This design comes from an exercise in tuning for small area on the open sky130 flow, not from production work.
Only simulation tests tie the RTL to the original design; equivalence was not proved.

## rev 12
// heap_top
module heap_top
(
	input  logic gc,
	input  logic reset,
	input  logic alloc_valid,
	input  logic [heap_pkg::size_width-1:0] alloc_size,
	input  logic alloc_refers,
	input  heap_pkg::heap_payload_u alloc_payload,
	input  logic unroot_valid,
	input  logic [heap_pkg::bank_index_width-1:0] unroot_bank,
	input  logic [heap_pkg::slot_index_width-1:0] unroot_slot,
	input  logic rd_valid,
	input  logic [heap_pkg::bank_index_width-1:0] rd_bank,
	input  logic [heap_pkg::slot_index_width-1:0] rd_slot,
	input  logic gc_request,
	output logic alloc_done,
	output logic alloc_ok,
	output logic [heap_pkg::bank_index_width-1:0] alloc_bank,
	output logic [heap_pkg::slot_index_width-1:0] alloc_slot,
	output logic rd_done,
	output logic [heap_pkg::heap_width-1:0] rd_data,
	output logic gc_busy,
	output logic gc_done,
	output logic [heap_pkg::freed_width-1:0] freed_total
);
	logic [31:0] sh, sx, sr;
	logic [15:0] pay [32];
	logic [5:0] live;
	logic auto_fired;
	logic first;           
	logic chg;             
	logic sweeping;
	logic [1:0] scnt;      
	logic [4:0] rd_addr;
	logic [31:0] freem, cand, first_fit, head_we, tail_we;
	logic fit_found;
	logic [4:0] fit_idx;
	logic accept;
	assign freem = ~(sh | sx);
	always_comb
	begin
		for (int i = 0; i < 32; i++)
		begin
			logic ok;
			ok = 1'b1;
			for (int k = 0; k < 4; k++)
				if (k < alloc_size)
				begin
					if ((i % 8) + k < 8)
						ok = ok & freem[i + k];
					else
						ok = 1'b0;
				end
			cand[i] = ok && alloc_size != 0 && alloc_size <= 4;
		end
	end
	logic [3:0] bank_any, bank_first;
	logic [31:0] local_first;
	always_comb
	begin
		for (int b = 0; b < 4; b++)
		begin
			bank_any[b] = |cand[b * 8 +: 8];
			for (int s = 0; s < 8; s++)
			begin
				local_first[b * 8 + s] = cand[b * 8 + s];
				for (int k = 0; k < s; k++)
					if (cand[b * 8 + k])
						local_first[b * 8 + s] = 1'b0;
			end
		end
		for (int b = 0; b < 4; b++)
		begin
			bank_first[b] = bank_any[b];
			for (int k = 0; k < b; k++)
				if (bank_any[k])
					bank_first[b] = 1'b0;
		end
		fit_found = |bank_any;
		fit_idx = '0;
		for (int i = 0; i < 32; i++)
		begin
			first_fit[i] = bank_first[i / 8] && local_first[i];
			if (first_fit[i])
				fit_idx = fit_idx | i[4:0];
		end
	end
	assign accept = alloc_valid && !gc_busy && fit_found;
	always_comb
	begin
		for (int i = 0; i < 32; i++)
		begin
			head_we[i] = accept && first_fit[i];
			tail_we[i] = 1'b0;
  ...
For scale: about 2500 cells after synthesis, ~76 I/O pins.
Settings: LEC_CHECK=0, CAP_MARGIN=20, CORE_MARGIN=2, CORE_UTILIZATION=65, CTS_BUF_LIST=sky130_fd_sc_hd__clkbuf_16, CTS_CLUSTER_DIAMETER=100, CTS_CLUSTER_SIZE=24, SLEW_MARGIN=20; clock period 10.0 ns.
standard.sh (not shown) runs the stock make flow with config.mk's settings and CLKGATE_MAP_FILE= SYNTH_SCRIPT=/design/flow/synth_recipe.tcl, a recipe that flattens the netlist after the stock synthesis.
==> flow/flow/run.sh <==
#!/bin/bash
# Standard ORFS layout, with these changes:
#  - synthesis maps logic with an area-oriented ABC script (flow/area.abc) instead of
#    ORFS's speed script; everything else in synthesis is synth_recipe.tcl unchanged,
#    so the registers are exactly the standard synthesis's.
#  - the port buffers are sky130_fd_sc_hd__buf_1.
#  - clock tree synthesis inserts no dummy loads.
#  - adders are left to ABC instead of being mapped to full/half-adder cells first.
# Each step's log is under orfs/logs; make's own output goes to flow_make.log.
set -euo pipefail
W=$(pwd)
cat > "$W/area_synth.tcl" <<EOT
proc abc {args} {
  set i [lsearch -exact \$args -script]
  if {\$i >= 0} {
    set args [lreplace \$args \$i [expr {\$i + 1}] -script $W/flow/area.abc]
  }
  yosys abc {*}\$args
}
source $W/synth_recipe.tcl
EOT
sed -e "s#SYNTH_SCRIPT=[^ ]*#SYNTH_SCRIPT=$W/area_synth.tcl ADDER_MAP_FILE= 'BUFFER_PORTS_ARGS=-buffer_cell sky130_fd_sc_hd__buf_1' 'CTS_ARGS=-sink_clustering_enable -repair_clock_nets -sink_clustering_size 24 -sink_clustering_max_diameter 100 -buf_list sky130_fd_sc_hd__clkbuf_16 -dont_use_dummy_load'#" "$W/standard.sh" > "$W/area_standard.sh"
bash "$W/area_standard.sh" > "$W/flow_make.log" 2>&1
==> flow/flow/area.abc <==
strash
&get -n
&fraig -x
&put
scorr
dc2
dretime
strash
&get -n
&syn2
&dch
&nf -R 1000
&put
#### Input delta (rev 13 over rev 12)
# rev 12
export LEC_CHECK = 0
export CAP_MARGIN = 20
export CORE_MARGIN = 2
export CORE_UTILIZATION = 65
export CTS_BUF_LIST = sky130_fd_sc_hd__clkbuf_16
export CTS_CLUSTER_DIAMETER = 100
export CTS_CLUSTER_SIZE = 24
export SLEW_MARGIN = 20
create_clock -name core_clock -period 10.0 [get_ports {gc}]
# rev 13
export LEC_CHECK = 0
export CAP_MARGIN = 20
export CORE_MARGIN = 2
export CORE_UTILIZATION = 60
export CTS_BUF_LIST = sky130_fd_sc_hd__clkbuf_16
export CTS_CLUSTER_DIAMETER = 100
export CTS_CLUSTER_SIZE = 24
export SLEW_MARGIN = 20
create_clock -name core_clock -period 10.0 [get_ports {gc}]
==> flow/flow/run.sh <==
#!/bin/bash
# Standard ORFS layout, with these changes:
#  - synthesis maps logic with an area-oriented ABC script (flow/area.abc) instead of
#    ORFS's speed script; everything else in synthesis is synth_recipe.tcl unchanged,
#    so the registers are exactly the standard synthesis's.
#  - the port buffers are sky130_fd_sc_hd__buf_1.
#  - clock tree synthesis inserts no dummy loads.
# Each step's log is under orfs/logs; make's own output goes to flow_make.log.
set -euo pipefail
W=$(pwd)
cat > "$W/area_synth.tcl" <<EOT
proc abc {args} {
  set i [lsearch -exact \$args -script]
  if {\$i >= 0} {
    set args [lreplace \$args \$i [expr {\$i + 1}] -script $W/flow/area.abc]
  }
  yosys abc {*}\$args
}
source $W/synth_recipe.tcl
EOT
sed -e "s#SYNTH_SCRIPT=[^ ]*#SYNTH_SCRIPT=$W/area_synth.tcl 'BUFFER_PORTS_ARGS=-buffer_cell sky130_fd_sc_hd__buf_1' 'CTS_ARGS=-sink_clustering_enable -repair_clock_nets -sink_clustering_size 24 -sink_clustering_max_diameter 100 -buf_list sky130_fd_sc_hd__clkbuf_16 -dont_use_dummy_load'#" "$W/standard.sh" > "$W/area_standard.sh"
bash "$W/area_standard.sh" > "$W/flow_make.log" 2>&1
[summary]
- No stage failed in rev 13, and the final checks on the layout all came back clean.
- Per the comparison of rev 13 with rev 12, area added between synthesis and finish now larger; share of the clock period used by the worst path after layout picked up an extra 6.7 points; number of H-tree branching levels increased by 1 relative to the old numbers; via total after detailed routing went down.
- The combinational family with the most area after synthesis comes out compound AO/OA/AOI/OAI gates in one run and simple AND/OR/NAND/NOR gates in the other, namely in rev 12 and rev 13 respectively.
- Diff rev 12 -> rev 13: hold slack went down 0.010 ns, routed wire length went down 3.8 mm.
- Per the comparison of rev 13 with rev 12, routed metal-1 wire length moved up; last weighted congestion value of the routability-driven placer moved down; endpoint arrival time on the critical path moved up.
- Looking only at multi-input logic portion of the cell area, and setting everything else aside, the lower value of rev 12 and rev 13 goes to rev 12.

-- port drivers added, routing unchanged --
How much do the figures lean on ideal ports? The routed layouts below were timed once more, with nothing changed but the port constraints. Step 1 assumes that a clkbuf_16 drives the clock port and a buf_2 every other input. Step 2, shift: input delay + t, output delay - t, t = (earliest + latest rising clock arrival at the registers) / 2. This alone moves slack from input paths to output paths. Slacks: ideal ports / drivers / drivers and shift; pairs: ideal ports / drivers.
run | t, ns | setup WS [ns] | clock arrival spread, ns
rev 12 | 0.700 | 2.544 / 2.579 / 1.879 | 0.080 / 0.080
rev 13 | 0.626 | 1.874 / 1.914 / 1.288 | 0.110 / 0.110
After both steps setup and hold are still met in every run listed. The setup slack of rev 12, which loses most, moves by +0.035 ns with the drivers and by -0.665 ns with both steps.
